From an optimization exercise on the open Yosys and OpenROAD flow, aimed at small area, a short achievable clock period and few clock cycles per item; shortcuts taken in it are not production practice. The RTL was checked by simulation tests, not by an equivalence proof against the original design. Power figures rest on the tool's default switching activity, not on a simulated workload.

[design/flow/config.mk]
export PLATFORM = sky130hd
export DESIGN_NAME = bresenham_line_stepper_top
export DESIGN_NICKNAME = bresenham_line_stepper_top
export VERILOG_FILES = /design/flow/design.v
export SDC_FILE = /design/flow/constraint.sdc
export NUM_CORES = 4
export LEC_CHECK = 0
export CAP_MARGIN = 20
export CORE_MARGIN = 2
export CORE_UTILIZATION = 40
export SLEW_MARGIN = 20
[design/flow/constraint.sdc]
create_clock -name core_clock -period 8.5 [get_ports {aclk}]
set_input_delay 1.7000 -clock core_clock [delete_from_list [all_inputs] [get_ports {aclk}]]
set_output_delay 1.7000 -clock core_clock [all_outputs]
set_load 0.01 [all_outputs]
[design/flow/design.v]
`default_nettype none
package bls_pkg;
    localparam int WIN_W      = 13;
    localparam int PITCH_W    = 16;
    localparam int BPP_W      = 4;
    localparam int COLOR_W    = 32;
    localparam int OFFSET_W   = 32;
    localparam int CFG_IDX_W  = 3;
    localparam int CFG_DATA_W = 32;
    typedef enum logic [CFG_IDX_W-1:0] {
        CFG_WIN_WIDTH     = 3'd0,
        CFG_WIN_HEIGHT    = 3'd1,
        CFG_ROW_PITCH     = 3'd2,
        CFG_BYTES_PER_PIX = 3'd3,
        CFG_DEFAULT_COLOR = 3'd4
    } cfg_reg_t;
    typedef enum logic {
        REQ_START = 1'b0,
        REQ_STEP  = 1'b1
    } req_type_t;
    localparam logic [WIN_W-1:0]   WIN_WIDTH_RST     = 13'd1920;
    localparam logic [WIN_W-1:0]   WIN_HEIGHT_RST    = 13'd1080;
    localparam logic [PITCH_W-1:0] ROW_PITCH_RST     = 16'd7680;
    localparam logic [BPP_W-1:0]   BYTES_PER_PIX_RST = 4'd4;
    localparam logic [COLOR_W-1:0] DEFAULT_COLOR_RST = 32'h00FF_FFFF;
endpackage
`default_nettype wire
`default_nettype none
import bls_pkg::*;
module bresenham_line_stepper_top #(
    parameter int DPI = 2    
) (
    input  wire logic                            aclk,
    input  wire logic                            aresetn,
    input  wire logic                            cfg_wr_en,
    input  wire logic [bls_pkg::CFG_IDX_W-1:0]   cfg_index,
    input  wire logic [bls_pkg::CFG_DATA_W-1:0]  cfg_wdata,
    input  wire logic                            s_tvalid,
    output logic                                 s_tready,
    input  wire logic [103:0]                    s_tdata,
    input  wire logic                            s_tuser,
    output logic                                 m_tvalid,
    input  wire logic                            m_tready,
    output logic [103:0]                         m_tdata,
    output logic                                 m_tuser,
    output logic                                 m_tlast
);
    localparam int LW  = 29;            
    localparam int NIT = 8 / DPI;       
    localparam int ITW = (NIT > 4) ? 3 : (NIT > 2) ? 2 : 1;
    logic [WIN_W-1:0]   win_width_reg;
    logic [WIN_W-1:0]   win_height_reg;
    logic [PITCH_W-1:0] row_pitch_reg;
    logic [BPP_W-1:0]   bpp_reg;
    logic [COLOR_W-1:0] default_color_reg;
    always_ff @(posedge aclk) begin
        if (!aresetn) begin
            win_width_reg     <= WIN_WIDTH_RST;
            win_height_reg    <= WIN_HEIGHT_RST;
            row_pitch_reg     <= ROW_PITCH_RST;
            bpp_reg           <= BYTES_PER_PIX_RST;
            default_color_reg <= DEFAULT_COLOR_RST;
        end else if (cfg_wr_en) begin
            case (cfg_index)
                CFG_WIN_WIDTH:     win_width_reg     <= cfg_wdata[WIN_W-1:0];
                CFG_WIN_HEIGHT:    win_height_reg    <= cfg_wdata[WIN_W-1:0];
                CFG_ROW_PITCH:     row_pitch_reg     <= cfg_wdata[PITCH_W-1:0];
                CFG_BYTES_PER_PIX: bpp_reg           <= cfg_wdata[BPP_W-1:0];
                CFG_DEFAULT_COLOR: default_color_reg <= cfg_wdata[COLOR_W-1:0];
                default: ;
            endcase
        end
    end
    logic                    vld_reg, busy_reg, stp_reg, act_reg, pix_reg, last_reg;
    logic [ITW-1:0]          it_reg;
    logic signed [15:0]      x_reg, y_reg;
    logic [COLOR_W-1:0]      col_reg;
    logic [15:0]             dx_reg, dy_reg;    
    logic                    sxn_reg, syn_reg;
    logic signed [17:0]      err_reg;
    logic [15:0]             cnt_reg;
    logic [LW-1:0]           lin_reg;
    logic signed [15:0] in_sx, in_sy, in_ex, in_ey;
    logic [COLOR_W-1:0] in_color;
    logic               in_use_default;
    assign in_sx          = s_tdata[15:0];
    assign in_sy          = s_tdata[31:16];
    assign in_ex          = s_tdata[47:32];
    assign in_ey          = s_tdata[63:48];
    assign in_color       = s_tdata[95:64];
    assign in_use_default = s_tdata[96];
    logic accept, start, step, idle_step;
    assign s_tready  = !busy_reg && (!vld_reg || m_tready);
    assign accept    = s_tvalid && s_tready;
    assign start     = accept && (s_tuser == REQ_START);
    assign step      = accept && (s_tuser == REQ_STEP) && act_reg;
    assign idle_step = accept && (s_tuser == REQ_STEP) && !act_reg;
    logic recalc;
    assign recalc = cfg_wr_en && act_reg && (cfg_index[2:1] == 2'b01);
    logic it_first, it_last;
    assign it_first = busy_reg && (it_reg == '0);
    assign it_last  = busy_reg && (it_reg == ITW'(NIT-1));
    logic signed [18:0] twice;
    logic               mv_x, mv_y;
    assign twice = {err_reg, 1'b0};
    assign mv_x  = twice > -signed'({3'b000, dy_reg});
    assign mv_y  = twice < signed'({3'b000, dx_reg});
    logic               e_init, ax, ay;
    logic signed [17:0] err_base, err_new;
    assign e_init   = busy_reg && stp_reg && (it_reg == ITW'(1));
    assign ax       = e_init || mv_x;
    assign ay       = e_init || mv_y;
    assign err_base = e_init ? '0 : err_reg;
    assign err_new  = err_base - (ax ? signed'({2'b00, dy_reg}) : 18'sd0)
                               + (ay ? signed'({2'b00, dx_reg}) : 18'sd0);
    logic signed [16:0] dfx, dfy;
    assign dfx = signed'({dx_reg[15], dx_reg}) - signed'({x_reg[15], x_reg});
    assign dfy = signed'({dy_reg[15], dy_reg}) - signed'({y_reg[15], y_reg});
    function automatic logic [2:0] bwin(input logic [15:0] v, input int i);
        bwin = {v[2*i+1], v[2*i], (i == 0) ? 1'b0 : v[2*i-1]};
    endfunction
    function automatic logic [LW-1:0] brow(input logic [2:0] w, input logic [16:0] m);
        logic neg, one, two;
        logic [LW-1:0] mag;
        neg = w[2];
        one = w[1] ^ w[0];
        two = (w == 3'b011) || (w == 3'b100);
        mag = two ? LW'({m, 1'b0}) : one ? LW'(m) : '0;
        brow = neg ? -mag : mag;
    endfunction
    logic [LW-1:0] lin_base, lin_next;
    logic [LW-1:0] rows [DPI];
    always_comb begin
        logic [2:0] wy, wx;
        lin_base = it_first ? '0 : busy_reg ? (lin_reg << (2*DPI)) : lin_reg;
        for (int t = 0; t < DPI; t++) begin
            wy = '0;
            wx = '0;
            for (int j = 0; j < NIT; j++) begin
                if (it_reg == ITW'(j)) begin
                    wy = bwin(y_reg, 7 - j*DPI - t);
                    wx = bwin(x_reg, 7 - j*DPI - t);
                end
            end
            if (!busy_reg) begin
                wy = (t == DPI-1) ? {mv_y & syn_reg, mv_y & !syn_reg, mv_y & syn_reg} : 3'b000;
                wx = (t == DPI-1) ? {mv_x & sxn_reg, mv_x & !sxn_reg, mv_x & sxn_reg} : 3'b000;
            end
            rows[t] = (brow(wy, {1'b0, row_pitch_reg}) + brow(wx, 17'(bpp_reg)))
                      << (2*(DPI-1-t));
        end
        lin_next = lin_base;
        for (int t = 0; t < DPI; t++) lin_next = lin_next + rows[t];
    end
    always_ff @(posedge aclk) begin
        if (!aresetn) begin
            vld_reg  <= 1'b0;
            busy_reg <= 1'b0;
            act_reg  <= 1'b0;
        end else begin
            if (start) begin
                vld_reg  <= 1'b0;
                busy_reg <= 1'b1;
                act_reg  <= !((in_sx == in_ex) && (in_sy == in_ey));
            end else if (step) begin
                vld_reg  <= 1'b1;
                act_reg  <= (cnt_reg != 16'd1);
            end else if (idle_step) begin
                vld_reg  <= 1'b1;
            end else if (recalc) begin
                busy_reg <= 1'b1;
            end else if (it_last) begin
                vld_reg  <= stp_reg;
                busy_reg <= 1'b0;
            end else if (m_tready) begin
                vld_reg  <= 1'b0;
            end
        end
    end
    always_ff @(posedge aclk) begin
        if (start || recalc) it_reg <= '0;
        else if (busy_reg) it_reg <= it_reg + 1'b1;
        if (start) stp_reg <= 1'b1;
        else if (recalc) stp_reg <= 1'b0;
    end
    always_ff @(posedge aclk) begin
        if (start) begin
            x_reg    <= in_sx;
            y_reg    <= in_sy;
            dx_reg   <= in_ex;
            dy_reg   <= in_ey;
            col_reg  <= in_use_default ? default_color_reg : in_color;
            pix_reg  <= 1'b1;
            last_reg <= (in_sx == in_ex) && (in_sy == in_ey);
        end else if (step) begin
            if (mv_x) x_reg <= sxn_reg ? x_reg - 16'sd1 : x_reg + 16'sd1;
            if (mv_y) y_reg <= syn_reg ? y_reg - 16'sd1 : y_reg + 16'sd1;
            last_reg <= (cnt_reg == 16'd1);
        end else if (idle_step) begin
            x_reg    <= '0;
            y_reg    <= '0;
            col_reg  <= '0;
            pix_reg  <= 1'b0;
            last_reg <= 1'b0;
        end
        if (it_first && stp_reg) begin
            dx_reg  <= dfx[16] ? 16'(-dfx) : dfx[15:0];
            dy_reg  <= dfy[16] ? 16'(-dfy) : dfy[15:0];
            sxn_reg <= dfx[16];
            syn_reg <= dfy[16];
        end
        if (step || e_init) err_reg <= err_new;
        if (e_init) cnt_reg <= err_new[17] ? dy_reg : dx_reg;
        else if (step) cnt_reg <= cnt_reg - 16'd1;
        if (step || busy_reg) lin_reg <= lin_next;
    end
    logic in_win;
    assign in_win = pix_reg && (x_reg[15:13] == 3'b000) && (y_reg[15:13] == 3'b000) &&
                    (x_reg[12:0] < win_width_reg) && (y_reg[12:0] < win_height_reg);
    assign m_tvalid = vld_reg;
    assign m_tuser  = pix_reg;
    assign m_tlast  = last_reg;
    assign m_tdata  = {7'b0, col_reg, 3'b000, in_win ? lin_reg : {LW{1'b0}}, in_win,
                       y_reg, x_reg};
endmodule
`default_nettype wire
[design/flow/run.sh]
#!/bin/bash
# synth_recipe.tcl (not shown) runs the flow's synth.tcl, then flattens the netlist and writes it again
# the make line also repeats each setting of config.mk as NAME=value (left out here)
make -C /OpenROAD-flow-scripts/flow DESIGN_CONFIG=/design/flow/config.mk WORK_HOME=/design/flow/orfs CLKGATE_MAP_FILE= SYNTH_SCRIPT=/design/flow/synth_recipe.tcl finish
==> notes.md <==
[kinds of logic (layout without fill, tap and decap cells)]
family,Yosys count,in the layout,synth area share [%]
adders and majority gates,287,287,17.7
xor gates and xnor gates,232,232,8.72
AOI/OAI and AO/OA,676,676,18.4
and+or+nand+nor,923,923,18.3
buffers and inverters,385,711,6.44
other,1,15,0.0160
DFF,247,247,28.0
muxes,55,55,2.46
[worst max path at each step]
stage,start,to,slack (ns),cells past startpoint
CTS,it_reg[0],lin_reg[28],0.01,42
global route,it_reg[1],lin_reg[28],-0.02,42
finish,it_reg[1],lin_reg[28],0.37,39
global placement,dy_reg[4],lin_reg[28],-0.07,38
floorplan,it_reg[0],lin_reg[28],0.43,41
detailed placement,dy_reg[4],lin_reg[28],-0.14,38
[worst max-delay path: cells and delay by family, from the launching register on]
kind	cells	cell delay [ns]
AO/OA/AOI/OAI	16	2.80
XOR/XNOR	2	0.61
adder cells (fa/ha/maj)	8	2.55
buffers and inverters	8	0.96
flip-flops	1	0.36
multiplexers	1	0.18
AND/OR/NAND/NOR	4	0.36
[cell usage in the layout (no fill, tap or decap), drive strengths merged, types with 8 or more instances in the layout]
cell / count
clkdlybuf4s50: 233
o22ai: 11
edfxtp: 162
clkbuf: 42
o21ai: 166
a21o: 53
a21oi: 178
and3: 33
buf: 166
nand4: 14
a221oi: 8
conb: 10
nand2: 383
nor2b: 32
or3: 11
clkinv: 10
a211oi: 23
dfxtp: 85
mux2i: 49
xnor2: 134
fa: 76
ha: 211
inv: 259
xor2: 97
a21boi: 47
o31ai: 9
a22oi: 23
or2: 9
nand2b: 25
o21bai: 19
nor4: 21
o211ai: 14
nand3b: 8
o21a: 30
nand3: 72
a31o: 11
nor2: 176
a31oi: 33
and2: 69
nor3: 50
[metrics by stage]
stage / instance area (um^2) / total power, uW / hold WS [ns] / utilization, % / instances
2_1_floorplan: 23500 / 6250 / 0.440 / - / 2815
3_3_place_gp: 27500 / 7950 / 0.450 / 47.5 / 3841
3_5_place_dp: 27500 / 8110 / 0.457 / 47.5 / 3841
4_1_cts: 28500 / 9530 / 0.468 / 49.3 / 3900
5_1_grt: 28900 / 10500 / 0.484 / 50.0 / 3906
6_report: 28900 / 9710 / 0.467 / 50.0 / 3911
[metal layers]
layer	global-route usage, %	wire [um]
met2	39.4	34600
met5	0	30
met3	5.37	7420
met1	34.9	34600
met4	8.73	2330
[timing repair]
item                                    CTS  global route
endpoints found under the setup margin    2             8
setup buffers                             1             4
pin swaps                                 1            18
gates resized for setup                   9            71
hold buffers                              0             0
[report_power, final]
| part | internal, uW | switching (uW) |
|---|---|---|
| logic | 2860 | 3620 |
| registers | 1740 | 176 |
| clock network | 740 | 582 |
| total | 5330 | 4380 |
[cell type report]
class                   count  area, um^2  area share, %
diodes                      5        12.5         0.0433
clock buffers              42         888           3.07
clock inverters            16         121          0.420
inverters                 254         953           3.30
multi-input cells        2183       15800           54.7
flip-flops and latches    247        6570           22.7
well taps                 765         957           3.31
repair buffers            399        3600           12.4
[cells in the mapped netlist (8+ instances only)]
cell      count
nand2_1     382
inv_1       252
ha_1        211
a21oi_1     176
nor2_1      176
edfxtp_1    162
o21ai_0     161
xnor2_1     134
clkbuf_1    108
xor2_1       97
dfxtp_1      85
fa_1         76
nand3_1      72
and2_1       68
a21o_1       53
nor3_1       50
a21boi_0     47
mux2i_1      47
a31oi_1      33
and3_1       33
nor2b_1      32
o21a_1       30
nand2b_1     25
a211oi_1     23
a22oi_1      23
nor4_1       21
o21bai_1     19
nand4_1      14
o211ai_1     13
buf_4        12
a31o_2       11
o22ai_1      11
or3_1        11
o31ai_1       9
or2_2         9
nand3b_1      8
==> qor.txt <==
Leakage power: 0.0125 uW
Setup tns final: 0 ns
Final HPWL DP: 62600 um
First-pass iteration count of the detailed router: 6
Synth warn: 2
CTS clk-pin slew, worst paths: 0.06 ns
Hold worst-path end: win_width_reg[1]
CTS Sinks: 247
Crit Path Max Fanout: 15
Max cap viols: 0
Critical hold path startpoint: win_width_reg[1]
Cell variety after synth: 88
Residual DRC: 0
Core Area: 0.0578 mm^2
Initial core utilization: 40.6%
GPL Wtd Cong: 0.954
Fillers: 5436
Num ports: 253
Worst slack at placement: -0.142 ns
DR WL/cell: 20.2 um
Vias: 21744
Row Count: 88
Mapped Cells: 2806
Critical Path RT: 8.82 ns
ANT nets after route: 0
Worst R2R End: lin_reg[28]
Total grt overflow: 0
Reg2reg setup slack: 0.37 ns
Gr usage total: 25.4%
Clock Latency Late Sink: 0.62 ns
Final Skew: 0.0500 ns
CTS tree: done
DR iter-0 viols: 1657
Ys flop type: edfxtp_1
DIE AREA: 0.0606 mm^2
WS Path Type: register to register
Reg-to-reg startpoint: it_reg[1]
H-tree depth: 1
Count of input and output buffers: 235
Hold Fails Final Rpt: 0
Worst-case reg-to-reg path depth: 39
Worst vdd ir: 286 uV
Cell taking the most area after synthesis: edfxtp_1
EDFF count, synth: 162
Crit path DAT: 8.45 ns
Synth Cell Area: 0.0235 mm^2
Status: complete, no violations
Area grow syn2layout: 23.2%
Startpoint types: register
PwrDens: 336 mW/mm^2
Setup ws final: 0.366 ns
FMAX: 123 MHz
Final wirelength: 79000 um
Layout cells sized above 1: 10.4%
CTS max path bufs: 3
Endpoint class of the critical path: register
Slowest stage cell, crit path: fa_1
Synth Register Bits: 247
Setup Viol. Count Final: 0
Crit path time final: 8.13 ns
Sequential area share after synthesis: 28.0%
Max Slew Vio Count: 0
Vias in the first global route: 21147
HP Class: register to register
Fraction of registers with async set/reset: 0%
Synth area leaders: edfxtp_1 (21%), ha_1 (11%), dfxtp_1 (7.3%), fa_1 (6.5%), nand2_1 (6.1%)
DIE HEIGHT: 246 um
Total CTS buffers: 31
Slew headroom: 32.8%
Avg Cell Area, Syn: 8.36 um^2
Hold Path Cell Cnt: 2
Largest stage delay on the critical path: 0.58 ns
Post-synth top area share: 20.7%
Nets@finish: 3548
Antenna violations before repair: 6
Die Width: 246 um
First-pass GRT wire length: 120000 um
Worst-Margin Slew: 1.00 ns
Largest net degree at the start of global routing: 82
Vias per cell: 5.56
Final worst path period share: 95.7%
Clk root buf: clkbuf_16
Testbench counts, summed over its fixed seeds: cycles 307,970, items 279,162.

==> re-timing with driven ports <==
How much do the figures lean on ideal ports? The routed layout below was timed once more, with nothing changed but the port constraints. Step 1 assumes that a clkbuf_16 drives the clock port and a buf_2 every other input. Step 2 times the ports against the registers' clock, not the clock port: input delays grow and output delays shrink by t, the midpoint of the rising clock arrivals with the driver on. a / b / c = ideal / step 1 / step 2; a / b = the first two.
t, ns: 0.660
slack for setup (ns): 0.366 / 0.366 / 0.366
cell pins on the clock port's net: 1
After both steps this run still meets setup and hold. The setup slack of this run moves by 0.000 ns with the drivers and by 0.000 ns with both steps.
